This design comes from an exercise in tuning for small area, a short achievable clock period and few clock cycles per item on the open sky130 flow, not from production work.
No functional check of the RTL was part of any run shown here.
Power is estimated from default activity; no workload was simulated.

==> run.sh <==
#!/bin/bash
# synth_recipe.tcl (not shown) runs the flow's synth.tcl, then flattens the netlist and writes it again
# the make line also repeats each setting of config.mk as NAME=value (left out here)
make -C /OpenROAD-flow-scripts/flow DESIGN_CONFIG=/design/flow/config.mk WORK_HOME=/design/flow/orfs CLKGATE_MAP_FILE= SYNTH_SCRIPT=/design/flow/synth_recipe.tcl finish
==> config.mk <==
export PLATFORM = sky130hd
export DESIGN_NAME = soc_curve_interp_validate
export DESIGN_NICKNAME = soc_curve_interp_validate
export VERILOG_FILES = /design/flow/design.v
export SDC_FILE = /design/flow/constraint.sdc
export NUM_CORES = 4
export LEC_CHECK = 0
export ABC_AREA = 1
export CAP_MARGIN = 20
export CORE_MARGIN = 2
export CORE_UTILIZATION = 40
export SETUP_SLACK_MARGIN = 5
export SLEW_MARGIN = 20
==> constraint.sdc <==
create_clock -name core_clock -period 10.0 [get_ports {clk}]
set_input_delay 2.0000 -clock core_clock [delete_from_list [all_inputs] [get_ports {clk}]]
set_output_delay 2.0000 -clock core_clock [all_outputs]
set_load 0.01 [all_outputs]
==> design.v <==
module soc_curve_interp_validate #(
  parameter int NUM_POINTS = 8
) (
  input  logic        clk,
  input  logic        rst,
  input  logic        cfg_wen,
  input  logic        cfg_index,
  input  logic [7:0]  cfg_data,
  input  logic        in_valid,
  output logic        in_ready,
  input  logic [19:0] in_data,
  output logic        out_valid,
  input  logic        out_ready,
  output logic [15:0] out_data
);
  logic [7:0] ve;
  logic [6:0] mt;
  always_ff @(posedge clk) begin
    if (rst) begin
      ve <= 8'd53;
      mt <= 7'd5;
    end else if (cfg_wen) begin
      if (cfg_index) mt <= cfg_data[6:0];
      else ve <= cfg_data;
    end
  end
  logic        busy;
  logic [2:0]  eseg;    
  logic [1:0]  ebit;
  logic [13:0] acc;
  logic [1:0]  vbits;
  logic [15:0] mk;      
  logic [15:0] acc_sum;
  logic [13:0] acc_next;
  logic [4:0]  t1;
  logic [5:0]  t2;
  logic [6:0]  t3;
  logic [6:0]  t4;
  logic [5:0]  t5;
  always_comb begin
    case (ebit)
      2'd0: vbits = ve[1:0];
      2'd1: vbits = ve[3:2];
      2'd2: vbits = ve[5:4];
      default: vbits = ve[7:6];
    endcase
  end
  logic kt_new_n22, kt_new_n23, kt_new_n25, kt_new_n26, kt_new_n28, kt_new_n29, kt_new_n30, kt_new_n31, kt_new_n32, kt_new_n33, kt_new_n35, kt_new_n36, kt_new_n37, kt_new_n38, kt_new_n39, kt_new_n41, kt_new_n42, kt_new_n43, kt_new_n44, kt_new_n45, kt_new_n47, kt_new_n48, kt_new_n49, kt_new_n51, kt_new_n52, kt_new_n53, kt_new_n55, kt_new_n56, kt_new_n58, kt_new_n60, kt_new_n61, kt_new_n62, kt_new_n63, kt_new_n65, kt_new_n66, kt_new_n67, kt_new_n69, kt_new_n71, kt_new_n72, kt_new_n73, kt_new_n76;
  assign kt_new_n22 = ~eseg[2] & vbits[0];
  assign kt_new_n23 = eseg[1] & kt_new_n22;
  assign mk[15] = vbits[1] & kt_new_n23;
  assign kt_new_n25 = ~eseg[2] & vbits[1];
  assign kt_new_n26 = ~vbits[0] & kt_new_n25;
  assign mk[14] = eseg[1] & kt_new_n26;
  assign kt_new_n28 = eseg[1] & ~eseg[0];
  assign kt_new_n29 = ~eseg[1] & ~eseg[0];
  assign kt_new_n30 = ~eseg[2] & kt_new_n29;
  assign kt_new_n31 = vbits[0] & kt_new_n29;
  assign kt_new_n32 = eseg[2] & kt_new_n31;
  assign kt_new_n33 = ~kt_new_n23 & ~kt_new_n32;
  assign mk[0] = ~kt_new_n28 & ~kt_new_n33;
  assign kt_new_n35 = ~eseg[0] & vbits[1];
  assign kt_new_n36 = ~kt_new_n22 & ~kt_new_n35;
  assign kt_new_n37 = ~eseg[1] & ~kt_new_n36;
  assign kt_new_n38 = ~kt_new_n25 & ~kt_new_n37;
  assign kt_new_n39 = ~mk[0] & kt_new_n38;
  assign mk[3] = ~kt_new_n30 & ~kt_new_n39;
  assign kt_new_n41 = ~kt_new_n28 & mk[3];
  assign kt_new_n42 = vbits[1] & kt_new_n41;
  assign kt_new_n43 = vbits[0] & ~mk[15];
  assign kt_new_n44 = ~kt_new_n23 & ~kt_new_n25;
  assign kt_new_n45 = kt_new_n43 & ~kt_new_n44;
  assign mk[13] = kt_new_n42 | kt_new_n45;
  assign kt_new_n47 = ~mk[14] & ~kt_new_n37;
  assign kt_new_n48 = kt_new_n26 & ~kt_new_n47;
  assign kt_new_n49 = mk[3] & kt_new_n43;
  assign mk[12] = kt_new_n48 | kt_new_n49;
  assign kt_new_n51 = kt_new_n22 & mk[13];
  assign kt_new_n52 = ~eseg[0] & kt_new_n26;
  assign kt_new_n53 = ~kt_new_n31 & ~kt_new_n52;
  assign mk[9] = kt_new_n51 | ~kt_new_n53;
  assign kt_new_n55 = kt_new_n22 & mk[9];
  assign kt_new_n56 = ~eseg[1] & kt_new_n25;
  assign mk[11] = kt_new_n55 | kt_new_n56;
  assign kt_new_n58 = eseg[1] & kt_new_n42;
  assign mk[10] = ~kt_new_n47 | kt_new_n58;
  assign kt_new_n60 = ~vbits[1] & kt_new_n22;
  assign kt_new_n61 = ~kt_new_n26 & ~kt_new_n60;
  assign kt_new_n62 = ~mk[12] & ~kt_new_n61;
  assign kt_new_n63 = vbits[1] & ~kt_new_n33;
  assign mk[8] = kt_new_n62 | kt_new_n63;
  assign kt_new_n65 = ~kt_new_n22 & ~kt_new_n28;
  assign kt_new_n66 = ~kt_new_n47 & kt_new_n65;
  assign kt_new_n67 = ~mk[3] & ~kt_new_n66;
  assign mk[7] = ~mk[0] & ~kt_new_n67;
  assign kt_new_n69 = kt_new_n33 & ~kt_new_n60;
  assign mk[6] = kt_new_n66 | ~kt_new_n69;
  assign kt_new_n71 = ~kt_new_n23 & ~kt_new_n26;
  assign kt_new_n72 = eseg[0] & ~kt_new_n71;
  assign kt_new_n73 = kt_new_n31 & ~kt_new_n63;
  assign mk[5] = kt_new_n72 | kt_new_n73;
  assign mk[4] = ~kt_new_n31 & kt_new_n41;
  assign kt_new_n76 = ~mk[6] & ~mk[5];
  assign mk[2] = ~kt_new_n30 & ~kt_new_n76;
  assign mk[1] = kt_new_n41 & ~mk[8];
  assign acc_sum  = {2'b0, (ebit == 2'd0) ? 14'd0 : acc} + mk;
  assign acc_next = acc_sum[15:2];
  always_ff @(posedge clk) begin
    if (rst || (cfg_wen && !cfg_index)) begin
      busy <= 1'b1;
      eseg <= 3'd0;
      ebit <= 2'd0;
    end else if (busy) begin
      ebit <= ebit + 2'd1;
      if (ebit == 2'd3) begin
        eseg <= eseg + 3'd1;
        if (eseg == 3'd4) busy <= 1'b0;
      end
    end
  end
  always_ff @(posedge clk) begin
    acc <= acc_next;
  end
  always_ff @(posedge clk) begin
    if (busy && ebit == 2'd3) begin
      case (eseg)
        3'd0: t1 <= acc_next[11:7];
        3'd1: t2 <= acc_next[12:7];
        3'd2: t3 <= acc_next[13:7];
        3'd3: t4 <= acc_next[13:7];
        default: t5 <= acc_next[12:7];
      endcase
    end
  end
  logic [2:0] t6;
  logic [1:0] t7;
  logic t67_new_n14, t67_new_n15, t67_new_n16, t67_new_n17, t67_new_n18, t67_new_n19, t67_new_n21, t67_new_n22, t67_new_n23, t67_new_n24, t67_new_n25, t67_new_n26, t67_new_n27, t67_new_n28, t67_new_n30, t67_new_n31, t67_new_n32, t67_new_n33, t67_new_n34, t67_new_n35, t67_new_n36, t67_new_n37, t67_new_n38, t67_new_n39, t67_new_n40, t67_new_n41, t67_new_n42, t67_new_n43, t67_new_n44, t67_new_n45, t67_new_n46, t67_new_n47, t67_new_n48, t67_new_n51;
  assign t67_new_n14 = ve[7] & ve[6];
  assign t67_new_n15 = ve[2] & ve[1];
  assign t67_new_n16 = ~ve[3] & ~t67_new_n15;
  assign t67_new_n17 = ve[7] & ve[5];
  assign t67_new_n18 = ve[4] & t67_new_n17;
  assign t67_new_n19 = ~t67_new_n16 & t67_new_n18;
  assign t6[2] = t67_new_n14 | t67_new_n19;
  assign t67_new_n21 = ve[1] & ve[0];
  assign t67_new_n22 = ~ve[2] & ~t67_new_n21;
  assign t67_new_n23 = ve[6] & ve[4];
  assign t67_new_n24 = ve[3] & t67_new_n23;
  assign t67_new_n25 = ~t67_new_n22 & t67_new_n24;
  assign t67_new_n26 = ve[6] & ve[5];
  assign t67_new_n27 = ~ve[7] & ~t67_new_n26;
  assign t67_new_n28 = ~t67_new_n25 & t67_new_n27;
  assign t6[1] = ~t6[2] & ~t67_new_n28;
  assign t67_new_n30 = ~ve[4] & ~ve[2];
  assign t67_new_n31 = ~ve[3] & t67_new_n30;
  assign t67_new_n32 = t67_new_n26 & ~t67_new_n31;
  assign t67_new_n33 = t6[2] & t67_new_n32;
  assign t67_new_n34 = ~t6[2] & ~t67_new_n32;
  assign t67_new_n35 = ~t67_new_n33 & ~t67_new_n34;
  assign t67_new_n36 = ~ve[1] & ~ve[0];
  assign t67_new_n37 = t67_new_n30 & t67_new_n36;
  assign t67_new_n38 = ve[7] & ~t67_new_n37;
  assign t67_new_n39 = ~ve[6] & ~t67_new_n38;
  assign t67_new_n40 = ~t67_new_n25 & ~t67_new_n39;
  assign t67_new_n41 = ~ve[5] & ~t67_new_n40;
  assign t67_new_n42 = ve[3] & t67_new_n15;
  assign t67_new_n43 = ve[7] & ~ve[3];
  assign t67_new_n44 = ~ve[5] & ~t67_new_n43;
  assign t67_new_n45 = ~ve[4] & ~t67_new_n17;
  assign t67_new_n46 = ~t67_new_n44 & t67_new_n45;
  assign t67_new_n47 = ~t67_new_n42 & t67_new_n46;
  assign t67_new_n48 = ~t67_new_n41 & ~t67_new_n47;
  assign t6[0] = ~t67_new_n35 & t67_new_n48;
  assign t7[1] = t67_new_n14 & ~t67_new_n46;
  assign t67_new_n51 = ~ve[7] & ~t67_new_n32;
  assign t7[0] = ~t7[1] & ~t67_new_n51;
  logic [12:0] v;
  logic [6:0]  e;
  assign v = in_data[19:7];
  logic ev_new_n21, ev_new_n22, ev_new_n23, ev_new_n24, ev_new_n25, ev_new_n26, ev_new_n27, ev_new_n28, ev_new_n29, ev_new_n30, ev_new_n32, ev_new_n33, ev_new_n34, ev_new_n35, ev_new_n36, ev_new_n37, ev_new_n38, ev_new_n39, ev_new_n40, ev_new_n41, ev_new_n42, ev_new_n44, ev_new_n45, ev_new_n46, ev_new_n47, ev_new_n48, ev_new_n49, ev_new_n50, ev_new_n51, ev_new_n52, ev_new_n53, ev_new_n54, ev_new_n55, ev_new_n56, ev_new_n57, ev_new_n58, ev_new_n59, ev_new_n60, ev_new_n61, ev_new_n62, ev_new_n63, ev_new_n64, ev_new_n65, ev_new_n66, ev_new_n67, ev_new_n68, ev_new_n69, ev_new_n70, ev_new_n71, ev_new_n72, ev_new_n73, ev_new_n74, ev_new_n75, ev_new_n76, ev_new_n77, ev_new_n78, ev_new_n79, ev_new_n80, ev_new_n81, ev_new_n82, ev_new_n83, ev_new_n84, ev_new_n85, ev_new_n86, ev_new_n87, ev_new_n88, ev_new_n89, ev_new_n90, ev_new_n91, ev_new_n92, ev_new_n93, ev_new_n94, ev_new_n95, ev_new_n96, ev_new_n97, ev_new_n98, ev_new_n99, ev_new_n100, ev_new_n101, ev_new_n102, ev_new_n103, ev_new_n104, ev_new_n105, ev_new_n106, ev_new_n107, ev_new_n108, ev_new_n109, ev_new_n110, ev_new_n111, ev_new_n112, ev_new_n113, ev_new_n114, ev_new_n115, ev_new_n116, ev_new_n117, ev_new_n118, ev_new_n119, ev_new_n121, ev_new_n122, ev_new_n123, ev_new_n124, ev_new_n125, ev_new_n126, ev_new_n127, ev_new_n128, ev_new_n129, ev_new_n130, ev_new_n131, ev_new_n132, ev_new_n133, ev_new_n134, ev_new_n135, ev_new_n136, ev_new_n137, ev_new_n138, ev_new_n139, ev_new_n140, ev_new_n141, ev_new_n142, ev_new_n143, ev_new_n144, ev_new_n145, ev_new_n146, ev_new_n147, ev_new_n148, ev_new_n149, ev_new_n150, ev_new_n151, ev_new_n152, ev_new_n153, ev_new_n154, ev_new_n155, ev_new_n156, ev_new_n157, ev_new_n158, ev_new_n159, ev_new_n160, ev_new_n161, ev_new_n162, ev_new_n163, ev_new_n164, ev_new_n165, ev_new_n166, ev_new_n167, ev_new_n168, ev_new_n169, ev_new_n170, ev_new_n171, ev_new_n172, ev_new_n173, ev_new_n174, ev_new_n175, ev_new_n176, ev_new_n177, ev_new_n179, ev_new_n180, ev_new_n181, ev_new_n182, ev_new_n183, ev_new_n184, ev_new_n185, ev_new_n186, ev_new_n187, ev_new_n188, ev_new_n189, ev_new_n190, ev_new_n191, ev_new_n192, ev_new_n193, ev_new_n194, ev_new_n195, ev_new_n196, ev_new_n197, ev_new_n198, ev_new_n199, ev_new_n200, ev_new_n201, ev_new_n202, ev_new_n203, ev_new_n204, ev_new_n205, ev_new_n206, ev_new_n207, ev_new_n208, ev_new_n209, ev_new_n210, ev_new_n211, ev_new_n212, ev_new_n213, ev_new_n214, ev_new_n215, ev_new_n216, ev_new_n217, ev_new_n218, ev_new_n219, ev_new_n220, ev_new_n221, ev_new_n222, ev_new_n223, ev_new_n224, ev_new_n225, ev_new_n226, ev_new_n228, ev_new_n229, ev_new_n230, ev_new_n231, ev_new_n232, ev_new_n233, ev_new_n234, ev_new_n235, ev_new_n236, ev_new_n237, ev_new_n238, ev_new_n239, ev_new_n240, ev_new_n241, ev_new_n242, ev_new_n243, ev_new_n244, ev_new_n245, ev_new_n246, ev_new_n247, ev_new_n248, ev_new_n249, ev_new_n250, ev_new_n251, ev_new_n252, ev_new_n253, ev_new_n254, ev_new_n255, ev_new_n256, ev_new_n257, ev_new_n258, ev_new_n259, ev_new_n260, ev_new_n261, ev_new_n262, ev_new_n263, ev_new_n264, ev_new_n265, ev_new_n266, ev_new_n267, ev_new_n268, ev_new_n269, ev_new_n270, ev_new_n271, ev_new_n272, ev_new_n273, ev_new_n274, ev_new_n275, ev_new_n276, ev_new_n277, ev_new_n278, ev_new_n279, ev_new_n280, ev_new_n281, ev_new_n282, ev_new_n283, ev_new_n284, ev_new_n285, ev_new_n286, ev_new_n287, ev_new_n288, ev_new_n289, ev_new_n290, ev_new_n291, ev_new_n292, ev_new_n293, ev_new_n294, ev_new_n295, ev_new_n296, ev_new_n297, ev_new_n298, ev_new_n299, ev_new_n300, ev_new_n301, ev_new_n302, ev_new_n303, ev_new_n304, ev_new_n305, ev_new_n306, ev_new_n307, ev_new_n308, ev_new_n309, ev_new_n310, ev_new_n312, ev_new_n313, ev_new_n314, ev_new_n315, ev_new_n316, ev_new_n317, ev_new_n318, ev_new_n319, ev_new_n320, ev_new_n321, ev_new_n322, ev_new_n323, ev_new_n324, ev_new_n325, ev_new_n326, ev_new_n327, ev_new_n328, ev_new_n329, ev_new_n330, ev_new_n331, ev_new_n332, ev_new_n333, ev_new_n334, ev_new_n335, ev_new_n336, ev_new_n337, ev_new_n338, ev_new_n339, ev_new_n340, ev_new_n341, ev_new_n342, ev_new_n343, ev_new_n344, ev_new_n345, ev_new_n346, ev_new_n347, ev_new_n348, ev_new_n349, ev_new_n350, ev_new_n351, ev_new_n352, ev_new_n353, ev_new_n354, ev_new_n355, ev_new_n356, ev_new_n357, ev_new_n358, ev_new_n359, ev_new_n360, ev_new_n361, ev_new_n362, ev_new_n363, ev_new_n364, ev_new_n365, ev_new_n366, ev_new_n367, ev_new_n368, ev_new_n369, ev_new_n370, ev_new_n371, ev_new_n372, ev_new_n373, ev_new_n374, ev_new_n375, ev_new_n376, ev_new_n377, ev_new_n378, ev_new_n379, ev_new_n380, ev_new_n381, ev_new_n382, ev_new_n383, ev_new_n384, ev_new_n385, ev_new_n386, ev_new_n387, ev_new_n388, ev_new_n389, ev_new_n390, ev_new_n391, ev_new_n392, ev_new_n393, ev_new_n394, ev_new_n395, ev_new_n396, ev_new_n397, ev_new_n398, ev_new_n399, ev_new_n400, ev_new_n401, ev_new_n402, ev_new_n403, ev_new_n404, ev_new_n405, ev_new_n406, ev_new_n407, ev_new_n408, ev_new_n409, ev_new_n410, ev_new_n411, ev_new_n412, ev_new_n413, ev_new_n414, ev_new_n415, ev_new_n416, ev_new_n417;
  assign ev_new_n21 = ~v[3] & ~v[2];
  assign ev_new_n22 = ~v[1] & ev_new_n21;
  assign ev_new_n23 = v[6] & v[5];
  assign ev_new_n24 = v[7] & v[4];
  assign ev_new_n25 = ev_new_n23 & ev_new_n24;
  assign ev_new_n26 = ~ev_new_n22 & ev_new_n25;
  assign ev_new_n27 = ~v[8] & ~ev_new_n26;
  assign ev_new_n28 = v[11] & v[10];
  assign ev_new_n29 = v[9] & ev_new_n28;
  assign ev_new_n30 = ~ev_new_n27 & ev_new_n29;
  assign e[6] = v[12] | ev_new_n30;
  assign ev_new_n32 = ~v[6] & ~v[4];
  assign ev_new_n33 = ~v[0] & ev_new_n22;
  assign ev_new_n34 = ev_new_n32 & ev_new_n33;
  assign ev_new_n35 = ~v[5] & ev_new_n34;
  assign ev_new_n36 = ev_new_n27 & ~ev_new_n35;
  assign ev_new_n37 = ~v[4] & ev_new_n21;
  assign ev_new_n38 = ev_new_n23 & ~ev_new_n37;
  assign ev_new_n39 = v[8] & ev_new_n38;
  assign ev_new_n40 = ~ev_new_n36 & ~ev_new_n39;
  assign ev_new_n41 = v[7] & ev_new_n29;
  assign ev_new_n42 = ~ev_new_n40 & ev_new_n41;
  assign e[5] = v[12] | ev_new_n42;
  assign ev_new_n44 = ~v[12] & ev_new_n29;
  assign ev_new_n45 = v[6] & v[4];
  assign ev_new_n46 = ~ev_new_n34 & ~ev_new_n45;
  assign ev_new_n47 = v[7] & ev_new_n22;
  assign ev_new_n48 = ~ev_new_n46 & ev_new_n47;
  assign ev_new_n49 = ~v[6] & ~v[5];
  assign ev_new_n50 = ~v[8] & ev_new_n49;
  assign ev_new_n51 = ~ev_new_n48 & ev_new_n50;
  assign ev_new_n52 = v[2] & v[0];
  assign ev_new_n53 = v[6] & ~ev_new_n52;
  assign ev_new_n54 = v[2] & v[1];
  assign ev_new_n55 = v[3] & ev_new_n54;
  assign ev_new_n56 = ~v[7] & ev_new_n55;
  assign ev_new_n57 = ~ev_new_n53 & ev_new_n56;
  assign ev_new_n58 = ev_new_n45 & ev_new_n57;
  assign ev_new_n59 = ~v[7] & ev_new_n23;
  assign ev_new_n60 = v[7] & ~ev_new_n38;
  assign ev_new_n61 = ~ev_new_n59 & ~ev_new_n60;
  assign ev_new_n62 = ~ev_new_n58 & ev_new_n61;
  assign ev_new_n63 = v[0] & ev_new_n55;
  assign ev_new_n64 = ~v[6] & ev_new_n21;
  assign ev_new_n65 = v[5] & ~v[4];
  assign ev_new_n66 = ~ev_new_n64 & ev_new_n65;
  assign ev_new_n67 = ~v[7] & ev_new_n66;
  assign ev_new_n68 = ~ev_new_n63 & ev_new_n67;
  assign ev_new_n69 = ~ev_new_n52 & ~ev_new_n54;
  assign ev_new_n70 = ~v[6] & ~ev_new_n69;
  assign ev_new_n71 = v[3] & ev_new_n70;
  assign ev_new_n72 = ~v[8] & v[5];
  assign ev_new_n73 = ~ev_new_n24 & ev_new_n72;
  assign ev_new_n74 = ~ev_new_n71 & ev_new_n73;
  assign ev_new_n75 = ~ev_new_n68 & ev_new_n74;
  assign ev_new_n76 = ~ev_new_n62 & ~ev_new_n75;
  assign ev_new_n77 = ~ev_new_n51 & ev_new_n76;
  assign ev_new_n78 = v[3] & ~v[2];
  assign ev_new_n79 = ev_new_n69 & ~ev_new_n78;
  assign ev_new_n80 = ~v[1] & ~v[0];
  assign ev_new_n81 = v[3] & ~ev_new_n80;
  assign ev_new_n82 = v[7] & ~ev_new_n81;
  assign ev_new_n83 = ~ev_new_n79 & ev_new_n82;
  assign ev_new_n84 = v[1] & v[0];
  assign ev_new_n85 = ~v[2] & ~ev_new_n84;
  assign ev_new_n86 = v[3] & ~ev_new_n85;
  assign ev_new_n87 = ~v[4] & ~ev_new_n86;
  assign ev_new_n88 = ~v[6] & v[3];
  assign ev_new_n89 = v[6] & ~v[3];
  assign ev_new_n90 = v[7] & ~ev_new_n89;
  assign ev_new_n91 = ~ev_new_n88 & ev_new_n90;
  assign ev_new_n92 = ~ev_new_n32 & ~ev_new_n91;
  assign ev_new_n93 = ev_new_n64 & ~ev_new_n84;
  assign ev_new_n94 = ev_new_n92 & ~ev_new_n93;
  assign ev_new_n95 = ~ev_new_n87 & ev_new_n94;
  assign ev_new_n96 = ~ev_new_n83 & ~ev_new_n95;
  assign ev_new_n97 = v[6] & ~v[4];
  assign ev_new_n98 = ~ev_new_n81 & ev_new_n97;
  assign ev_new_n99 = ~v[6] & v[4];
  assign ev_new_n100 = ~v[7] & v[6];
  assign ev_new_n101 = ~ev_new_n99 & ~ev_new_n100;
  assign ev_new_n102 = ~ev_new_n98 & ev_new_n101;
  assign ev_new_n103 = ~ev_new_n70 & ev_new_n102;
  assign ev_new_n104 = ev_new_n96 & ev_new_n103;
  assign ev_new_n105 = ~ev_new_n96 & ~ev_new_n102;
  assign ev_new_n106 = v[7] & ~ev_new_n84;
  assign ev_new_n107 = ~v[4] & ~ev_new_n106;
  assign ev_new_n108 = v[4] & ~v[1];
  assign ev_new_n109 = ~ev_new_n107 & ~ev_new_n108;
  assign ev_new_n110 = v[3] & v[2];
  assign ev_new_n111 = v[6] & v[1];
  assign ev_new_n112 = ev_new_n110 & ~ev_new_n111;
  assign ev_new_n113 = ev_new_n109 & ev_new_n112;
  assign ev_new_n114 = ~v[5] & ~ev_new_n113;
  assign ev_new_n115 = ~ev_new_n105 & ev_new_n114;
  assign ev_new_n116 = ~ev_new_n104 & ev_new_n115;
  assign ev_new_n117 = v[6] & ev_new_n27;
  assign ev_new_n118 = ~ev_new_n116 & ev_new_n117;
  assign ev_new_n119 = ~ev_new_n77 & ~ev_new_n118;
  assign e[4] = ev_new_n44 & ~ev_new_n119;
  assign ev_new_n121 = v[1] & ev_new_n52;
  assign ev_new_n122 = ~v[3] & ~ev_new_n121;
  assign ev_new_n123 = ~ev_new_n87 & ~ev_new_n122;
  assign ev_new_n124 = ~v[3] & ev_new_n54;
  assign ev_new_n125 = ~ev_new_n78 & ~ev_new_n124;
  assign ev_new_n126 = ev_new_n87 & ev_new_n125;
  assign ev_new_n127 = ~v[7] & ~ev_new_n45;
  assign ev_new_n128 = ~ev_new_n33 & ev_new_n127;
  assign ev_new_n129 = ~ev_new_n126 & ev_new_n128;
  assign ev_new_n130 = ~ev_new_n123 & ev_new_n129;
  assign ev_new_n131 = ev_new_n102 & ev_new_n130;
  assign ev_new_n132 = ~v[5] & ~ev_new_n131;
  assign ev_new_n133 = ev_new_n37 & ~ev_new_n49;
  assign ev_new_n134 = v[7] & ~v[6];
  assign ev_new_n135 = v[1] & ev_new_n134;
  assign ev_new_n136 = ~v[5] & ev_new_n84;
  assign ev_new_n137 = ~ev_new_n100 & ~ev_new_n136;
  assign ev_new_n138 = ~ev_new_n135 & ev_new_n137;
  assign ev_new_n139 = ev_new_n133 & ev_new_n138;
  assign ev_new_n140 = ~v[5] & ~v[3];
  assign ev_new_n141 = ~v[4] & ~ev_new_n140;
  assign ev_new_n142 = ~v[7] & ev_new_n32;
  assign ev_new_n143 = ~ev_new_n141 & ev_new_n142;
  assign ev_new_n144 = ~ev_new_n139 & ~ev_new_n143;
  assign ev_new_n145 = ev_new_n132 & ev_new_n144;
  assign ev_new_n146 = ~ev_new_n132 & ev_new_n139;
  assign ev_new_n147 = ev_new_n56 & ev_new_n99;
  assign ev_new_n148 = ~ev_new_n21 & ev_new_n25;
  assign ev_new_n149 = v[8] & ~ev_new_n148;
  assign ev_new_n150 = ~ev_new_n147 & ev_new_n149;
  assign ev_new_n151 = ~ev_new_n146 & ev_new_n150;
  assign ev_new_n152 = ~ev_new_n145 & ev_new_n151;
  assign ev_new_n153 = ~v[4] & ev_new_n91;
  assign ev_new_n154 = ~ev_new_n48 & ev_new_n153;
  assign ev_new_n155 = ev_new_n96 & ~ev_new_n154;
  assign ev_new_n156 = ev_new_n64 & ev_new_n65;
  assign ev_new_n157 = ev_new_n155 & ~ev_new_n156;
  assign ev_new_n158 = v[5] & ~ev_new_n155;
  assign ev_new_n159 = ~v[8] & ~ev_new_n158;
  assign ev_new_n160 = ~ev_new_n157 & ev_new_n159;
  assign ev_new_n161 = ~ev_new_n152 & ~ev_new_n160;
  assign ev_new_n162 = ev_new_n100 & ~ev_new_n161;
  assign ev_new_n163 = v[7] & ev_new_n133;
  assign ev_new_n164 = ev_new_n32 & ~ev_new_n66;
  assign ev_new_n165 = ~ev_new_n23 & ~ev_new_n164;
  assign ev_new_n166 = ~ev_new_n163 & ~ev_new_n165;
  assign ev_new_n167 = v[7] & ~v[4];
  assign ev_new_n168 = ~v[8] & ev_new_n167;
  assign ev_new_n169 = ~ev_new_n49 & ~ev_new_n134;
  assign ev_new_n170 = ~ev_new_n168 & ev_new_n169;
  assign ev_new_n171 = ~ev_new_n58 & ev_new_n170;
  assign ev_new_n172 = ev_new_n161 & ~ev_new_n171;
  assign ev_new_n173 = ~ev_new_n166 & ~ev_new_n172;
  assign ev_new_n174 = ~ev_new_n162 & ev_new_n173;
  assign ev_new_n175 = ~v[8] & ev_new_n48;
  assign ev_new_n176 = ~ev_new_n75 & ~ev_new_n175;
  assign ev_new_n177 = ~ev_new_n174 & ev_new_n176;
  assign e[3] = ev_new_n44 & ~ev_new_n177;
  assign ev_new_n179 = ~v[11] & ~v[10];
  assign ev_new_n180 = ~v[9] & ~v[8];
  assign ev_new_n181 = ev_new_n179 & ev_new_n180;
  assign ev_new_n182 = ~ev_new_n54 & ev_new_n181;
  assign ev_new_n183 = ev_new_n143 & ev_new_n182;
  assign ev_new_n184 = v[3] & ~ev_new_n54;
  assign ev_new_n185 = v[1] & ev_new_n78;
  assign ev_new_n186 = ~ev_new_n110 & ~ev_new_n185;
  assign ev_new_n187 = ~v[5] & ~ev_new_n186;
  assign ev_new_n188 = ~v[5] & v[4];
  assign ev_new_n189 = ~ev_new_n65 & ~ev_new_n188;
  assign ev_new_n190 = ev_new_n121 & ~ev_new_n189;
  assign ev_new_n191 = ~ev_new_n187 & ev_new_n190;
  assign ev_new_n192 = ~ev_new_n184 & ~ev_new_n191;
  assign ev_new_n193 = ev_new_n100 & ~ev_new_n192;
  assign ev_new_n194 = ev_new_n55 & ev_new_n193;
  assign ev_new_n195 = ~ev_new_n81 & ev_new_n134;
  assign ev_new_n196 = v[5] & v[4];
  assign ev_new_n197 = ev_new_n186 & ev_new_n196;
  assign ev_new_n198 = ev_new_n195 & ev_new_n197;
  assign ev_new_n199 = ~ev_new_n38 & ev_new_n68;
  assign ev_new_n200 = ~ev_new_n198 & ~ev_new_n199;
  assign ev_new_n201 = ~ev_new_n194 & ev_new_n200;
  assign ev_new_n202 = ~v[7] & v[3];
  assign ev_new_n203 = ~v[8] & ~ev_new_n202;
  assign ev_new_n204 = ~ev_new_n22 & ev_new_n203;
  assign ev_new_n205 = ~ev_new_n187 & ev_new_n204;
  assign ev_new_n206 = ~v[4] & ~ev_new_n71;
  assign ev_new_n207 = ~ev_new_n99 & ~ev_new_n206;
  assign ev_new_n208 = ev_new_n205 & ev_new_n207;
  assign ev_new_n209 = ~v[5] & ev_new_n58;
  assign ev_new_n210 = ~v[7] & ~v[1];
  assign ev_new_n211 = v[5] & ev_new_n89;
  assign ev_new_n212 = ev_new_n210 & ev_new_n211;
  assign ev_new_n213 = ~ev_new_n148 & ~ev_new_n212;
  assign ev_new_n214 = v[7] & ev_new_n84;
  assign ev_new_n215 = v[4] & ev_new_n89;
  assign ev_new_n216 = ~ev_new_n214 & ev_new_n215;
  assign ev_new_n217 = ~v[9] & ~ev_new_n216;
  assign ev_new_n218 = ~ev_new_n213 & ~ev_new_n217;
  assign ev_new_n219 = ~v[9] & ~ev_new_n148;
  assign ev_new_n220 = ev_new_n28 & ~ev_new_n219;
  assign ev_new_n221 = ~ev_new_n218 & ev_new_n220;
  assign ev_new_n222 = ~ev_new_n209 & ev_new_n221;
  assign ev_new_n223 = ~ev_new_n208 & ev_new_n222;
  assign ev_new_n224 = ev_new_n201 & ev_new_n223;
  assign ev_new_n225 = ev_new_n161 & ev_new_n224;
  assign ev_new_n226 = ~v[12] & ~ev_new_n225;
  assign e[2] = ~ev_new_n183 & ~ev_new_n226;
  assign ev_new_n228 = ev_new_n135 & ev_new_n196;
  assign ev_new_n229 = ~v[9] & v[7];
  assign ev_new_n230 = ~ev_new_n49 & ev_new_n229;
  assign ev_new_n231 = ~ev_new_n228 & ~ev_new_n230;
  assign ev_new_n232 = ~e[2] & ~ev_new_n231;
  assign ev_new_n233 = v[4] & v[1];
  assign ev_new_n234 = ~v[6] & ~ev_new_n233;
  assign ev_new_n235 = ~v[5] & ~ev_new_n45;
  assign ev_new_n236 = ~ev_new_n89 & ev_new_n235;
  assign ev_new_n237 = ~ev_new_n234 & ev_new_n236;
  assign ev_new_n238 = ev_new_n56 & ev_new_n237;
  assign ev_new_n239 = ev_new_n144 & ~ev_new_n238;
  assign ev_new_n240 = v[9] & ~ev_new_n239;
  assign ev_new_n241 = ev_new_n63 & ev_new_n134;
  assign ev_new_n242 = v[9] & ~ev_new_n57;
  assign ev_new_n243 = ~ev_new_n241 & ~ev_new_n242;
  assign ev_new_n244 = ~v[7] & ~ev_new_n49;
  assign ev_new_n245 = ev_new_n122 & ~ev_new_n244;
  assign ev_new_n246 = ~ev_new_n83 & ev_new_n245;
  assign ev_new_n247 = v[4] & ~ev_new_n246;
  assign ev_new_n248 = ~ev_new_n243 & ev_new_n247;
  assign ev_new_n249 = ~ev_new_n240 & ~ev_new_n248;
  assign ev_new_n250 = ~ev_new_n232 & ev_new_n249;
  assign ev_new_n251 = ~v[12] & v[8];
  assign ev_new_n252 = ev_new_n28 & ev_new_n251;
  assign ev_new_n253 = ~ev_new_n250 & ev_new_n252;
  assign ev_new_n254 = ev_new_n21 & ~ev_new_n92;
  assign ev_new_n255 = ev_new_n128 & ev_new_n254;
  assign ev_new_n256 = v[3] & ev_new_n214;
  assign ev_new_n257 = ~ev_new_n110 & ~ev_new_n167;
  assign ev_new_n258 = ~ev_new_n256 & ~ev_new_n257;
  assign ev_new_n259 = ~ev_new_n93 & ~ev_new_n258;
  assign ev_new_n260 = ev_new_n195 & ev_new_n259;
  assign ev_new_n261 = ev_new_n52 & ev_new_n99;
  assign ev_new_n262 = ev_new_n210 & ev_new_n261;
  assign ev_new_n263 = v[3] & ev_new_n262;
  assign ev_new_n264 = v[5] & ~ev_new_n263;
  assign ev_new_n265 = ~ev_new_n260 & ev_new_n264;
  assign ev_new_n266 = ~ev_new_n255 & ev_new_n265;
  assign ev_new_n267 = ~ev_new_n80 & ev_new_n155;
  assign ev_new_n268 = ~ev_new_n53 & ev_new_n86;
  assign ev_new_n269 = ~ev_new_n267 & ~ev_new_n268;
  assign ev_new_n270 = v[7] & ev_new_n99;
  assign ev_new_n271 = ~ev_new_n269 & ev_new_n270;
  assign ev_new_n272 = ev_new_n45 & ~ev_new_n80;
  assign ev_new_n273 = v[7] & v[1];
  assign ev_new_n274 = ev_new_n78 & ~ev_new_n273;
  assign ev_new_n275 = ev_new_n272 & ev_new_n274;
  assign ev_new_n276 = ev_new_n132 & ~ev_new_n275;
  assign ev_new_n277 = ~ev_new_n271 & ev_new_n276;
  assign ev_new_n278 = ~ev_new_n266 & ~ev_new_n277;
  assign ev_new_n279 = v[7] & ~v[3];
  assign ev_new_n280 = v[5] & ~ev_new_n279;
  assign ev_new_n281 = ~ev_new_n54 & ~ev_new_n280;
  assign ev_new_n282 = ev_new_n141 & ~ev_new_n281;
  assign ev_new_n283 = ~ev_new_n48 & ~ev_new_n282;
  assign ev_new_n284 = ~ev_new_n54 & ~ev_new_n85;
  assign ev_new_n285 = ~v[7] & ~ev_new_n284;
  assign ev_new_n286 = ~ev_new_n70 & ~ev_new_n285;
  assign ev_new_n287 = ~ev_new_n283 & ev_new_n286;
  assign ev_new_n288 = ~ev_new_n121 & ~ev_new_n202;
  assign ev_new_n289 = ev_new_n32 & ~ev_new_n55;
  assign ev_new_n290 = ~ev_new_n288 & ev_new_n289;
  assign ev_new_n291 = ev_new_n63 & ev_new_n196;
  assign ev_new_n292 = v[1] & ~v[0];
  assign ev_new_n293 = v[5] & ev_new_n292;
  assign ev_new_n294 = ~ev_new_n45 & ~ev_new_n293;
  assign ev_new_n295 = v[2] & ev_new_n202;
  assign ev_new_n296 = ~ev_new_n294 & ev_new_n295;
  assign ev_new_n297 = ~ev_new_n291 & ~ev_new_n296;
  assign ev_new_n298 = ~ev_new_n290 & ev_new_n297;
  assign ev_new_n299 = ~ev_new_n199 & ev_new_n298;
  assign ev_new_n300 = ~ev_new_n287 & ev_new_n299;
  assign ev_new_n301 = ~ev_new_n116 & ev_new_n300;
  assign ev_new_n302 = ~v[8] & ~ev_new_n301;
  assign ev_new_n303 = ~ev_new_n59 & ~ev_new_n116;
  assign ev_new_n304 = v[4] & v[2];
  assign ev_new_n305 = ~ev_new_n303 & ev_new_n304;
  assign ev_new_n306 = ~ev_new_n302 & ~ev_new_n305;
  assign ev_new_n307 = ~ev_new_n278 & ev_new_n306;
  assign ev_new_n308 = ev_new_n44 & ~ev_new_n307;
  assign ev_new_n309 = v[12] & ev_new_n183;
  assign ev_new_n310 = ~ev_new_n308 & ~ev_new_n309;
  assign e[1] = ev_new_n253 | ~ev_new_n310;
  assign ev_new_n312 = ~v[3] & ~ev_new_n292;
  assign ev_new_n313 = ~v[7] & ~ev_new_n65;
  assign ev_new_n314 = v[3] & ~v[0];
  assign ev_new_n315 = ~ev_new_n313 & ~ev_new_n314;
  assign ev_new_n316 = ~ev_new_n312 & ev_new_n315;
  assign ev_new_n317 = ~ev_new_n152 & ~ev_new_n316;
  assign ev_new_n318 = v[5] & ~ev_new_n45;
  assign ev_new_n319 = ~v[2] & ~ev_new_n32;
  assign ev_new_n320 = ~ev_new_n233 & ev_new_n319;
  assign ev_new_n321 = ~ev_new_n318 & ev_new_n320;
  assign ev_new_n322 = ~ev_new_n210 & ~ev_new_n321;
  assign ev_new_n323 = v[8] & ~v[1];
  assign ev_new_n324 = ~ev_new_n116 & ev_new_n323;
  assign ev_new_n325 = ~ev_new_n322 & ~ev_new_n324;
  assign ev_new_n326 = ~ev_new_n317 & ev_new_n325;
  assign ev_new_n327 = ~v[0] & ev_new_n134;
  assign ev_new_n328 = v[6] & ~v[1];
  assign ev_new_n329 = ~ev_new_n233 & ~ev_new_n328;
  assign ev_new_n330 = ~ev_new_n327 & ~ev_new_n329;
  assign ev_new_n331 = ~v[7] & ~ev_new_n80;
  assign ev_new_n332 = ev_new_n110 & ~ev_new_n331;
  assign ev_new_n333 = ~ev_new_n267 & ev_new_n332;
  assign ev_new_n334 = ev_new_n202 & ev_new_n292;
  assign ev_new_n335 = ~ev_new_n47 & ~ev_new_n185;
  assign ev_new_n336 = ev_new_n155 & ~ev_new_n335;
  assign ev_new_n337 = ~ev_new_n334 & ~ev_new_n336;
  assign ev_new_n338 = ~ev_new_n333 & ev_new_n337;
  assign ev_new_n339 = ~ev_new_n330 & ~ev_new_n338;
  assign ev_new_n340 = ~v[7] & ev_new_n99;
  assign ev_new_n341 = ~ev_new_n125 & ev_new_n340;
  assign ev_new_n342 = v[5] & ~ev_new_n341;
  assign ev_new_n343 = ~ev_new_n58 & ev_new_n342;
  assign ev_new_n344 = ~ev_new_n48 & ev_new_n343;
  assign ev_new_n345 = ~ev_new_n339 & ev_new_n344;
  assign ev_new_n346 = ev_new_n78 & ev_new_n100;
  assign ev_new_n347 = ~ev_new_n130 & ev_new_n205;
  assign ev_new_n348 = ~ev_new_n346 & ~ev_new_n347;
  assign ev_new_n349 = ev_new_n80 & ~ev_new_n348;
  assign ev_new_n350 = v[8] & ev_new_n130;
  assign ev_new_n351 = ev_new_n114 & ~ev_new_n350;
  assign ev_new_n352 = ~ev_new_n349 & ev_new_n351;
  assign ev_new_n353 = ~ev_new_n345 & ~ev_new_n352;
  assign ev_new_n354 = ~ev_new_n254 & ev_new_n259;
  assign ev_new_n355 = ~v[5] & ~ev_new_n106;
  assign ev_new_n356 = ev_new_n110 & ev_new_n166;
  assign ev_new_n357 = ~ev_new_n355 & ~ev_new_n356;
  assign ev_new_n358 = ~ev_new_n354 & ~ev_new_n357;
  assign ev_new_n359 = v[4] & ev_new_n185;
  assign ev_new_n360 = ev_new_n61 & ev_new_n359;
  assign ev_new_n361 = ~ev_new_n358 & ~ev_new_n360;
  assign ev_new_n362 = ~v[6] & v[5];
  assign ev_new_n363 = ~v[3] & v[2];
  assign ev_new_n364 = ev_new_n362 & ev_new_n363;
  assign ev_new_n365 = ~ev_new_n100 & ~ev_new_n364;
  assign ev_new_n366 = ev_new_n109 & ~ev_new_n365;
  assign ev_new_n367 = ~ev_new_n54 & ev_new_n65;
  assign ev_new_n368 = ~v[5] & v[2];
  assign ev_new_n369 = ~ev_new_n167 & ev_new_n368;
  assign ev_new_n370 = ~ev_new_n367 & ~ev_new_n369;
  assign ev_new_n371 = ev_new_n89 & ~ev_new_n370;
  assign ev_new_n372 = v[0] & ev_new_n23;
  assign ev_new_n373 = ev_new_n22 & ev_new_n372;
  assign ev_new_n374 = ~ev_new_n34 & ~ev_new_n373;
  assign ev_new_n375 = ~ev_new_n371 & ev_new_n374;
  assign ev_new_n376 = ~ev_new_n366 & ev_new_n375;
  assign ev_new_n377 = ev_new_n361 & ~ev_new_n376;
  assign ev_new_n378 = ~ev_new_n100 & ~ev_new_n361;
  assign ev_new_n379 = ev_new_n201 & ~ev_new_n237;
  assign ev_new_n380 = ev_new_n85 & ~ev_new_n379;
  assign ev_new_n381 = ~ev_new_n378 & ~ev_new_n380;
  assign ev_new_n382 = ~ev_new_n377 & ev_new_n381;
  assign ev_new_n383 = ~v[8] & ~ev_new_n382;
  assign ev_new_n384 = ~ev_new_n353 & ~ev_new_n383;
  assign ev_new_n385 = ~ev_new_n326 & ev_new_n384;
  assign ev_new_n386 = ev_new_n44 & ~ev_new_n385;
  assign ev_new_n387 = ~ev_new_n55 & ev_new_n189;
  assign ev_new_n388 = v[6] & ~ev_new_n387;
  assign ev_new_n389 = v[7] & ev_new_n49;
  assign ev_new_n390 = ~ev_new_n55 & ev_new_n389;
  assign ev_new_n391 = ev_new_n217 & ~ev_new_n390;
  assign ev_new_n392 = ~ev_new_n388 & ev_new_n391;
  assign ev_new_n393 = ev_new_n268 & ~ev_new_n313;
  assign ev_new_n394 = v[9] & ~ev_new_n262;
  assign ev_new_n395 = ~ev_new_n139 & ev_new_n394;
  assign ev_new_n396 = ~ev_new_n393 & ev_new_n395;
  assign ev_new_n397 = ~ev_new_n392 & ~ev_new_n396;
  assign ev_new_n398 = ev_new_n69 & ~ev_new_n368;
  assign ev_new_n399 = ~ev_new_n314 & ~ev_new_n398;
  assign ev_new_n400 = ~ev_new_n279 & ev_new_n398;
  assign ev_new_n401 = ev_new_n45 & ~ev_new_n400;
  assign ev_new_n402 = ~ev_new_n399 & ev_new_n401;
  assign ev_new_n403 = v[4] & v[0];
  assign ev_new_n404 = ev_new_n110 & ~ev_new_n403;
  assign ev_new_n405 = v[4] & ev_new_n80;
  assign ev_new_n406 = ~ev_new_n88 & ~ev_new_n405;
  assign ev_new_n407 = ~v[2] & ~ev_new_n406;
  assign ev_new_n408 = ~ev_new_n404 & ~ev_new_n407;
  assign ev_new_n409 = ~v[1] & ev_new_n314;
  assign ev_new_n410 = v[7] & ~v[5];
  assign ev_new_n411 = ~ev_new_n409 & ev_new_n410;
  assign ev_new_n412 = ~ev_new_n408 & ev_new_n411;
  assign ev_new_n413 = ~ev_new_n402 & ~ev_new_n412;
  assign ev_new_n414 = ~ev_new_n193 & ev_new_n413;
  assign ev_new_n415 = ~ev_new_n397 & ev_new_n414;
  assign ev_new_n416 = ev_new_n252 & ~ev_new_n415;
  assign ev_new_n417 = ~ev_new_n309 & ~ev_new_n416;
  assign e[0] = ev_new_n386 | ~ev_new_n417;
  logic [2:0] sg;
  always_comb begin
    if (v >= 13'd3893) sg = 3'd1;
    else if (v >= 13'd3783) sg = 3'd2;
    else if (v >= 13'd3721) sg = 3'd3;
    else if (v >= 13'd3686) sg = 3'd4;
    else if (v >= 13'd3575) sg = 3'd5;
    else if (v >= 13'd3487) sg = 3'd6;
    else sg = 3'd7;
  end
  logic [6:0] t_raw, tol;
  always_comb begin
    case (sg)
      3'd1: t_raw = {2'd0, t1};
      3'd2: t_raw = {1'd0, t2};
      3'd3: t_raw = t3;
      3'd4: t_raw = t4;
      3'd5: t_raw = {1'd0, t5};
      3'd6: t_raw = {4'd0, t6};
      default: t_raw = {5'd0, t7};
    endcase
  end
  assign tol = (t_raw < mt) ? mt : t_raw;
  logic hold_free;
  assign hold_free = !out_valid || out_ready;
  assign in_ready  = hold_free && !busy;
  logic [6:0] r_e, r_c;
  logic [6:0] r_t;
  always_ff @(posedge clk) begin
    if (rst) out_valid <= 1'b0;
    else if (hold_free) out_valid <= in_valid && !busy;
  end
  always_ff @(posedge clk) begin
    if (hold_free) begin
      r_e  <= e;
      r_c  <= in_data[6:0];
      r_t  <= tol;
    end
  end
  logic [7:0] d;
  logic [6:0] ad;
  logic ok;
  assign d  = {1'b0, r_c} - {1'b0, r_e};
  assign ad = d[7] ? 7'(-d) : d[6:0];
  assign ok = ad < r_t;
  assign out_data = {ok, r_e, 1'b0, r_t};
endmodule
==> results.toml, run 1 <==
[power]
p_leak_nw = 3.71
ir_worst_vdd_v = 0.0000848
pwr_density_cell_nw_per_um2 = 150

[timing]
hold_ws_ns = 0.505
fin_crit_sh_pct = 50.9
hold_violations = 0
tightest_slew_ns = 1.03
final.setup.tns_ns = 0
rsz0062_at_grt = "yes"
max_slew_margin_pct = 30.9
finalMaxSlewViolations = 0
fin_ws_ns = 4.91
fmax_mhz = 196
finClkSkew_ns = 0.00702
period_minus_slack_ns = 5.09
setup_viol = 0

[global_routing]
grt_usage_pct = 22.4
antenna_found_initial = 0
grt_first_pass_wirelength_mm = 32.5
gr-total-overflow = 0
grt_max_degree = 25
grt_pass1_vias = 6542

[final_layout]
drive_gt1_share_pct = 11.1
final_area_um2 = 8130
register_area_um2 = 2280
diodes = 0
syn_to_final_growth_pct = 18.7
multiInputGateArea_um2 = 4040
nFillCells = 1664
nNetsFinal = 1103

[place]
place_hpwl_mm = 15.1
gp_congestion = 0.987
placed_area_um2 = 7490
portBuffers = 50
place_ws_ns = 3.84

[clock_tree]
clk_latency_ns = 0.35
cts_max_path_buffers = 2
cts_tree = "done"
cts-root-buf = "clkbuf_16"
path_clk_slew_ns = 0.07
cts-hold-fix-buffers = 0
h-tree-depth = 3
clock-sinks = 88
cts_buffers = 9

[worst_setup_path]
crit_chain = "inv_2 -> ha_1 -> nand3_1 -> nand2_1 -> a21oi_1 -> o21bai_1 -> buf_4 -> buf_4 -> buf_4 -> buf_4 -> buf_4 -> xor2_4 -> nand3b_1 -> nand2_1 -> xor2_1 -> ha_1 -> a21oi_2 -> buf_2"
crit_type = "reg -> out"
critPathLaunchType = "flip-flop"
endpoint_kind = "output pin"
critPathSlowestCell = "edfxtp_1"
r2r-start = "ebit[0]"
r2r-end = "t4[1]"
r2r_slack_ns = 5.69
slowest_delay_ns = 0.42
required_ns = 8.00
crit_buf_inv = 7
cp_common_cell = "buf_4"
crit_fanout = 2
cp.arrival_ns = 3.09
cpLargestDelayFamily = "buffers and inverters"
reg2reg_depth = 22

[hold_path]
hold_depth = 2
min_path_type = "reg -> reg"
hold_path_startpoint = "mt[3]"
holdPathEnd = "mt[3]"

[yosys]
synthesis.area_um2 = 6850
synth_seq_cells = 88
synth-warning-count = 1
synth-edff-count = 52
ys_async_sr_fraction_pct = 0
yosysUniqueCellTypes = 56
syn_inst = 964
synth_fp_nets = 1046
synthFlopType = "edfxtp_1"
syn_avg_cell_area_um2 = 7.10
yosysSeqAreaShare_pct = 33.3

[floorplan]
die_h_um = 135
die_area_um2 = 18200
core_um2 = 16600
die_w_um = 135
start_util_pct = 41.1
row_count = 47
ios = 52

[routing]
dr.pass1.iters = 6
met3WireLength_mm = 1.66
wl_mm = 20.0
vias = 6855
top_layer_used = "met4"
drc = 0
drt_iter0_drc = 748
vias_per_cell = 5.50
met1_length_mm = 8.54
wl_met2_mm = 9.14
ant_nets = 0
wl_per_cell_um = 16.1

[outcome]
outcome = "timing/DRC/antenna clean"

[job]
maxCapViolCount = 0
how the worst max path moves through the flow:
stage                     cells after the start        start           end  slack (ns)
after floorplan                              21       r_e[2]  out_data[15]        5.06
after global placement                       22  in_data[12]        r_t[1]        3.91
after detailed placement                     20  in_data[10]        r_t[3]        3.84
after CTS                                    21       r_e[2]  out_data[15]        4.81
after global routing                         19       r_c[0]  out_data[15]        4.67
final                                        18       r_e[1]  out_data[15]        4.91
placed cells by master (no fill, tap or decap), types with 4 or more instances in the layout:
cell,netlist,routed
o21ai_1,5,5
nor3_1,15,15
dfxtp_1,36,36
o21ai_0,56,54
clkbuf_4,0,4
nand2_2,7,11
edfxtp_1,52,52
xnor2_1,6,6
clkinvlp_4,0,4
a21oi_1,63,58
nor2_1,88,85
a31oi_1,4,4
o21ai_2,3,5
nor2_4,3,6
nand2_1,222,217
inv_2,9,10
clkbuf_16,0,10
nand4_1,16,16
a22oi_1,6,6
nor2_2,7,7
clkdlybuf4s50_1,0,35
nand3_1,78,76
buf_4,8,20
a21oi_2,1,4
ha_1,47,44
a211oi_1,5,4
inv_1,134,129
xor2_1,15,14
dlymetal6s2s_1,0,4
o22ai_1,4,4
o211ai_1,11,11
report_power, final:
group / internal, mW / total (mW) / switching (mW)
Combinational: 0.164 / 0.434 / 0.270
Clock: 0.174 / 0.326 / 0.152
Sequential: 0.445 / 0.461 / 0.0160
Total: 0.782 / 1.22 / 0.438
tightest hold or removal path, cell delays in order, from the launching register on:
cell and delay, ns:
dfxtp_1 0.32, inv_1 0.08, a21oi_1 0.06
sequential cells by signal, summed over array words and instances (netlist names):
register	cells
acc	14
ve	8
mt	7
r_c	7
r_e	7
r_t	7
t3	7
t4	7
t2	6
t5	6
t1	5
eseg	3
ebit	2
busy	1
out_valid	1
cells by family (layout without fill, tap and decap cells):
| group | count (synthesis) | in the layout | share of synthesized area, % |
|---|---|---|---|
| buffers and inverters | 171 | 233 | 9.96 |
| AOI/OAI and AO/OA | 189 | 189 | 16.7 |
| DFF | 88 | 88 | 33.3 |
| xor gates and xnor gates | 21 | 21 | 2.69 |
| other | 1 | 1 | 0.0548 |
| adders and majority gates | 48 | 48 | 8.88 |
| and+or+nand+nor | 446 | 446 | 28.4 |
cells in the mapped netlist (4+ instances only):
cell type,count,share of area [%]
a211oi_1,5,0.55
a21oi_1,63,4.6
a22oi_1,6,0.66
a31oi_1,4,0.37
buf_2,7,0.51
buf_4,8,0.88
clkbuf_1,11,0.60
dfxtp_1,36,11
edfxtp_1,52,23
ha_1,47,8.6
inv_1,134,7.3
inv_2,9,0.49
nand2_1,222,12
nand2_2,7,0.64
nand3_1,78,5.7
nand4_1,16,1.5
nor2_1,88,4.8
nor2_2,7,0.64
nor3_1,15,1.1
o211ai_1,11,1.2
o21ai_0,56,4.1
o21ai_1,5,0.37
o22ai_1,4,0.37
xnor2_1,6,0.77
xor2_1,15,1.9
per-layer routing:
layer	track usage, %	vias up
li1	-	3365
met1	29.0	3081
met2	36.3	336
met3	5.74	73
met4	7.89	0
met5	0	-
cell type report:
cell class	count	share of cell area (%)
Clock buffer	9	2.77
Clock inverter	7	0.755
Inverter	144	6.85
Multi-Input combinational cell	705	49.8
Sequential cell	88	28.1
Tap cell	220	3.39
Timing Repair Buffer	73	8.38
timing repair:
action,in CTS,in global routing
endpoints found under the setup margin,12,29
setup buffers,17,4
resized for setup,43,52
pin swaps,14,12
cloned,0,1
through the flow:
| stage | total power, mW | instances | utilization (%) |
|---|---|---|---|
| 6_report | 1.22 | 1246 | 48.8 |
| 5_1_grt | 1.30 | 1246 | 48.8 |
| 4_1_cts | 1.21 | 1241 | 48.0 |
| 3_5_place_dp | 0.866 | 1208 | 45.0 |
| 3_3_place_gp | 0.868 | 1208 | 45.0 |
| 2_1_floorplan | 0.751 | 964 | - |
==> inputs of run 2 (changes only) <==
==> flow/run.sh (new file) <==
#!/bin/bash
set -euo pipefail
MARGIN=${FLOW_SETUP_MARGIN:-6.5}
sed "s/SETUP_SLACK_MARGIN=[0-9.]*/SETUP_SLACK_MARGIN=${MARGIN}/" standard.sh > standard_margin.sh
bash standard_margin.sh > standard.log 2>&1
==> standard.sh (new file) <==
#!/bin/bash
# synth_recipe.tcl (not shown) runs the flow's synth.tcl, then flattens the netlist and writes it again
# the make line also repeats each setting of config.mk as NAME=value (left out here)
make -C /OpenROAD-flow-scripts/flow DESIGN_CONFIG=/design/flow/config.mk WORK_HOME=/design/flow/orfs CLKGATE_MAP_FILE= SYNTH_SCRIPT=/design/flow/synth_recipe.tcl "${@:-finish}"
removed: run.sh
==> results.toml, run 2 <==
[yosys]
synth-edff-count = 52
synthFlopType = "edfxtp_1"
synthTopCellsByArea = "edfxtp_1 23%, nand2_1 12%, dfxtp_1 11%"
synth-warning-count = 1
syn_avg_cell_area_um2 = 7.10
synthesis.area_um2 = 6850
yosys.area.top_type = "edfxtp_1"
synthTopCellsByCount = "222 x nand2_1, 134 x inv_1, 88 x nor2_1"
synth.most_common_cell = "nand2_1"
ys_async_sr_fraction_pct = 0
yosysUniqueCellTypes = 56
synth_fp_nets = 1046
synth_seq_cells = 88
syn_inst = 964
synth_top_area_share_pct = 22.8
yosysSeqAreaShare_pct = 33.3

[power]
p_leak_nw = 4.49
ir_worst_vdd_v = 0.0000905
pwr_density_cell_nw_per_um2 = 146

[final_layout]
reg_top3 = "acc: 14 flops, ve: 8 flops"
syn_to_final_growth_pct = 50.3
most-common-layout-cells = "172 x nand2_1, 102 x inv_1, 101 x buf_4, 59 x nor2_1, 57 x nand3_1"
top_register = "acc"
largest_reg_flops = 14
final_common_cell = "nand2_1"
diodes = 0
nNetsFinal = 1204
drive_gt1_share_pct = 35.3

[timing]
tightest_slew_ns = 1.04
fin_crit_sh_pct = 51.1
rsz0062_at_grt = "yes"
setup_viol = 0
finClkSkew_ns = 0.0141
final.setup.tns_ns = 0
fin_ws_ns = 4.89
finalMaxSlewViolations = 0
fmax_mhz = 196
max_slew_margin_pct = 29.8
period_minus_slack_ns = 5.11
hold_violations = 0

[routing]
dr.pass1.iters = 8
vias = 7709
vias_per_cell = 5.72
wl_per_cell_um = 18.1
drt_iter0_drc = 1136
ant_nets = 0
wl_mm = 24.3
drc = 0

[global_routing]
grt_max_degree = 23
grt_usage_pct = 25.4
grt_pass1_vias = 7176
antenna_found_initial = 0
grt_first_pass_wirelength_mm = 36.6
gr-total-overflow = 0

[worst_setup_path]
required_ns = 8.00
r2r_slack_ns = 6.41
reg2reg_depth = 26
crit_fanout = 4
r2r-start = "ebit[0]"
r2r-end = "t4[5]"
cp.arrival_ns = 3.11
startpoint = "r_e[2]"
critPathLaunchType = "flip-flop"
crit_type = "reg -> out"
endpoint_kind = "output pin"

[hold_path]
holdPathEnd = "mt[3]"
hold_path_startpoint = "mt[3]"
min_path_type = "reg -> reg"
hold_depth = 2

[floorplan]
ios = 52
core_um2 = 16600
die_w_um = 135
row_count = 47
die_area_um2 = 18200
die_h_um = 135
start_util_pct = 41.1

[clock_tree]
path_clk_slew_ns = 0.06
clock-sinks = 88
cts-root-buf = "clkbuf_16"
h-tree-depth = 3
cts-hold-fix-buffers = 0
cts_max_path_buffers = 2
cts_tree = "done"
clk_latency_ns = 0.35
cts_buffers = 9

[place]
place_hpwl_mm = 15.1
place_ws_ns = 4.00
gp_congestion = 1.04
portBuffers = 50

[job]
maxCapViolCount = 0

[outcome]
outcome = "timing/DRC/antenna clean"
[run 2: metal layers]
layer  track usage [%]  share of wire [%]
met5                 0                  0
met4              10.3                5.7
met3              5.86                8.5
met2              42.0                 48
met1              32.1                 38
[run 2: power by group]
group / internal, mW / total [mW] / switching, mW
Combinational: 0.286 / 0.658 / 0.372
Clock: 0.230 / 0.379 / 0.149
Sequential: 0.444 / 0.461 / 0.0167
Total: 0.960 / 1.50 / 0.539
[run 2: per-stage QoR]
step / power [mW] / hold WS [ns] / std cells / utilization [%] / instance area, um^2
after floorplan: 0.766 / 0.448 / 964 / - / 7130
after global placement: 0.883 / 0.487 / 1209 / 46.3 / 7710
after detailed placement: 0.878 / 0.488 / 1209 / 46.3 / 7710
after CTS: 1.38 / 0.497 / 1312 / 57.4 / 9560
after global routing: 1.58 / 0.539 / 1347 / 61.9 / 10300
final: 1.50 / 0.503 / 1347 / 61.9 / 10300
[run 2: layout make-up]
cell class,count,area (um^2)
fill,1319,6350
multi-input combinational,705,5050
sequential,88,2290
timing repair buffer,173,1710
inverter,144,628
tap,220,275
clock buffer,10,239
clock inverter,6,97.6
timing repair inverter,1,8.76
[run 2: critical path, stage by stage, from the launching register on]
cell and delay (ns):
edfxtp_1 0.41, inv_2 0.09, ha_4 0.21, a21oi_2 0.13, nand2_1 0.08, a21oi_1 0.14, o21bai_1 0.09, nand2_1 0.08
nand2_2 0.07, a21oi_4 0.15, nand2_1 0.08, xnor2_1 0.14, inv_1 0.09, ha_4 0.22, a21oi_2 0.11, nand2_1 0.06
a21oi_1 0.12, nor2_1 0.05, o21ai_1 0.12, nand2_1 0.08, a21oi_2 0.11, buf_2 0.13
[run 2: kinds of logic (layout without fill, tap and decap cells)]
family | after synthesis | in the layout | synth area share, %
XOR/XNOR | 21 | 21 | 2.69
AND/OR/NAND/NOR | 446 | 446 | 28.4
buffers and inverters | 171 | 334 | 9.96
other | 1 | 1 | 0.0548
flip-flops | 88 | 88 | 33.3
adder cells (fa/ha/maj) | 48 | 48 | 8.88
AO/OA/AOI/OAI | 189 | 189 | 16.7
[run 2: worst max-delay path by stage]
stage / to / cells past startpoint / slack [ns]
5_1_grt: out_data[15] / 21 / 4.66
3_3_place_gp: r_t[1] / 22 / 4.03
2_1_floorplan: out_data[15] / 21 / 5.23
4_1_cts: out_data[15] / 21 / 4.87
3_5_place_dp: r_t[2] / 20 / 4.00
6_report: out_data[15] / 21 / 4.89
[run 2: what timing repair did]
| action | in CTS | in global routing |
|---|---|---|
| gates cloned | 4 | 0 |
| setup buffers | 83 | 35 |
| resized for setup | 291 | 125 |
| endpoints found under the setup margin | 60 | 58 |
| pin swaps | 77 | 77 |

re-timing with driven ports:
Ports are ideal in the flow. The routed layouts listed here were re-timed in OpenROAD. Step 1, drivers: a clkbuf_16 drives clk and a buf_2 each remaining input, both assumed. Step 2 adds t to the input delays and takes it off the output delays; t is the mean of the earliest and latest rising clock arrival at the registers after step 1. Input paths then give back, and output paths get back, about the clock's delay inside the block. Three values: ideal ports, drivers, drivers and shift; two values: the first two.
run	shift t [ns]	setup slack, ns	latest minus earliest clock arrival (ns)	pins driven straight from the clock port
run 1	0.388	4.909 / 4.866 / 4.839	0.009 / 0.009	1
run 2	0.389	4.893 / 4.847 / 5.131	0.014 / 0.015	1
After both steps setup and hold are still met in every run listed. The setup slack of run 1, which loses most, moves by -0.043 ns with the drivers and by -0.070 ns with both steps.
